This is an optimization exercise on Yosys and OpenROAD, whose aim is small area, a short achievable clock period and few clock cycles, not a production implementation. In this exercise RTL edits were held to simulation tests only and were not proved equivalent to the original. No activity file was given, so power comes from the tool's default toggle rates.

job 6283:
==> flow/design.v (excerpt) <==
module preemptive_key_scheduler (
    input  logic        clk,
    input  logic        rst_n,
    input  logic        item_valid,
    output logic        item_stall,
    input  logic [53:0] item_bits,
    output logic        result_valid,
    input  logic        result_stall,
    output logic [27:0] result_bits,
    input  logic        psel,
    input  logic        penable,
    input  logic        pwrite,
    input  logic [2:0]  paddr,
    input  logic [31:0] pwdata,
    output logic [31:0] prdata,
    output logic        pready
);
Settings: LEC_CHECK=0, CAP_MARGIN=40, CORE_MARGIN=2, CORE_UTILIZATION=55, CTS_CLUSTER_DIAMETER=120, CTS_CLUSTER_SIZE=20, PLACE_DENSITY=0.7, SLEW_MARGIN=30; clock period 14.0 ns.
standard.sh (not shown) runs the stock make flow with config.mk's settings and CLKGATE_MAP_FILE= SYNTH_SCRIPT=/design/flow/synth_recipe.tcl, a recipe that flattens the netlist after the stock synthesis.
==> flow/flow/run.sh <==
#!/bin/bash
# Standard layout (the standard.sh) with a larger setup margin for
# ORFS's repair_timing, so that repair works towards a shorter period than
# the clock constraint asks. Constraints and scripts are unchanged.
export SETUP_SLACK_MARGIN=9.5
bash standard.sh > standard.log 2>&1
Job 6283: flow completed, timing, DRC and antenna clean
Testbench counts of job 6283, summed over its fixed seeds: cycles 8,808.
Relative to job 6283, the following input files were edited for job 1373:
==> flow/flow/run.sh <==
#!/bin/bash
# Standard layout (the standard.sh) with a larger setup margin for
# ORFS's repair_timing, so that repair works towards a shorter period than
# the clock constraint asks. Constraints and scripts are unchanged.
export SETUP_SLACK_MARGIN=9.4
bash standard.sh > standard.log 2>&1
diff --git a/flow/config.mk b/flow/config.mk
--- a/flow/config.mk
+++ b/flow/config.mk
@@ -8,7 +8,7 @@
 export CAP_MARGIN = 40
 export CORE_MARGIN = 2
-export CORE_UTILIZATION = 55
+export CORE_UTILIZATION = 40
 export CTS_CLUSTER_DIAMETER = 120
 export CTS_CLUSTER_SIZE = 20
-export PLACE_DENSITY = 0.7
+export PLACE_DENSITY = 0.6
 export SLEW_MARGIN = 30
==> comparison <==
Final cell count | job 1373 above job 6283
On sequential-cell power consumption, job 6283 and job 1373 are basically level.
Across both runs, global-route usage was lower for job 1373 than for job 6283.
Here is what was changed in the inputs of job 2930 compared with job 1373.
==> flow/flow/run.sh <==
#!/bin/bash
# Standard layout (the standard.sh) with a larger setup margin for
# ORFS's repair_timing, so that repair works towards a shorter period than
# the clock constraint asks. Constraints and scripts are unchanged.
export SETUP_SLACK_MARGIN=9.5
bash standard.sh > standard.log 2>&1
Looking at job 1373 and job 2930, the largest stage delay on the critical path is a wash.
Summary — count of buffers not belonging to the clock network in the layout, job 2930 relative to job 1373: higher, by about 0.7%.
Met3 track demand over resource: job 2930 vs job 1373 down 0.70 points
Summary of the comparison: global-route track usage on met1 is lower in job 2930, relative to job 1373.
A master of the slowest instance on the critical path of sky130_fd_sc_hd__dfstp_4 is what job 1373 shows, while sky130_fd_sc_hd__nor4_1 belongs to job 2930.
Job 2930 vs. job 1373: worst setup slack increased 69 ps, sequential share of the synthesized area essentially unchanged, final non-filler cell area increased about 0.5%.
From job 2930 to job 1373, total global routing overflow did not move at all.
Between job 1373 and job 2930, the clock skew is lower for job 1373.
Job 2930 did not stop at any stage, and its layout met the timing, design-rule and antenna checks.
Cmp job 1373 and job 2930 / first-pass GRT wire length / lower: job 2930
Lower area growth from synthesis to layout goes to job 1373 over job 2930.

Starting RTL as in the previous note.
==> flow/config.mk <==
export PLATFORM = sky130hd
export DESIGN_NAME = preemptive_key_scheduler
export DESIGN_NICKNAME = preemptive_key_scheduler
export VERILOG_FILES = /design/flow/design.v
export SDC_FILE = /design/flow/constraint.sdc
export NUM_CORES = 4
export LEC_CHECK = 0
export CAP_MARGIN = 15
export CORE_MARGIN = 2
export CORE_UTILIZATION = 40
export CTS_CLUSTER_DIAMETER = 120
export CTS_CLUSTER_SIZE = 20
export PLACE_DENSITY = 0.6
export SLEW_MARGIN = 15
==> flow/constraint.sdc <==
create_clock -name core_clock -period 14.0 [get_ports {clk}]
set_input_delay 2.8000 -clock core_clock [delete_from_list [all_inputs] [get_ports {clk}]]
set_output_delay 2.8000 -clock core_clock [all_outputs]
set_load 0.01 [all_outputs]
==> flow/flow/run.sh <==
#!/bin/bash
# Standard layout (the standard.sh) with a larger setup margin for
# ORFS's repair_timing, so that repair works towards a shorter period than
# the clock constraint asks. Constraints and scripts are unchanged.
export SETUP_SLACK_MARGIN=9.5
bash standard.sh > standard.log 2>&1
The first run produced a clean layout.
Testbench counts at the start, summed over its fixed seeds: cycles 8,808.
==> next run, changes <==
- CAP_MARGIN: 15 -> 20
- SLEW_MARGIN: 15 -> 20
=> The changed run finished clean. Clock-buffer cell count is unchanged. Global-route usage is about the same. Design area is about the same. Total power came out higher by 0.70%. Setup slack improved by 0.046 ns. Final cell count hardly moves. Wire length is about the same. Via count hardly moves. Register-to-register slack improved by 0.10 ns.

-- what the ideal ports hide --
The flow's constraints put no driver on any port. The routed layouts listed below were extracted and timed again, unchanged, in two steps.
Step 1, drivers: a clkbuf_16 drives clk and a buf_2 each remaining input, both assumed.
Step 2 adds t to the input delays and takes it off the output delays; t is the mean of the earliest and latest rising clock arrival at the registers after step 1. Input paths then give back, and output paths get back, about the clock's delay inside the block.
Slacks: no drivers / after step 1 / after step 2; pairs: no drivers / after step 1.
run	shift t [ns]	slack for setup (ns)	worst setup path after step 2	worst register clock-pin slew, ns
job 6283	0.839	9.298 / 9.298 / 8.660	input to register	0.11 / 0.11
job 1373	0.861	9.333 / 9.333 / 8.629	input to register	0.11 / 0.11
job 2930	0.855	9.402 / 9.402 / 8.666	input to register	0.11 / 0.11
the first run of note 2	0.837	9.386 / 9.386 / 8.728	input to register	0.11 / 0.11
the second run of note 2	0.846	9.433 / 9.463 / 8.617	input to register	0.11 / 0.11
After both steps setup and hold are still met in every run listed. The setup slack of the second run of note 2, which loses most, moves by +0.030 ns with the drivers and by -0.816 ns with both steps.
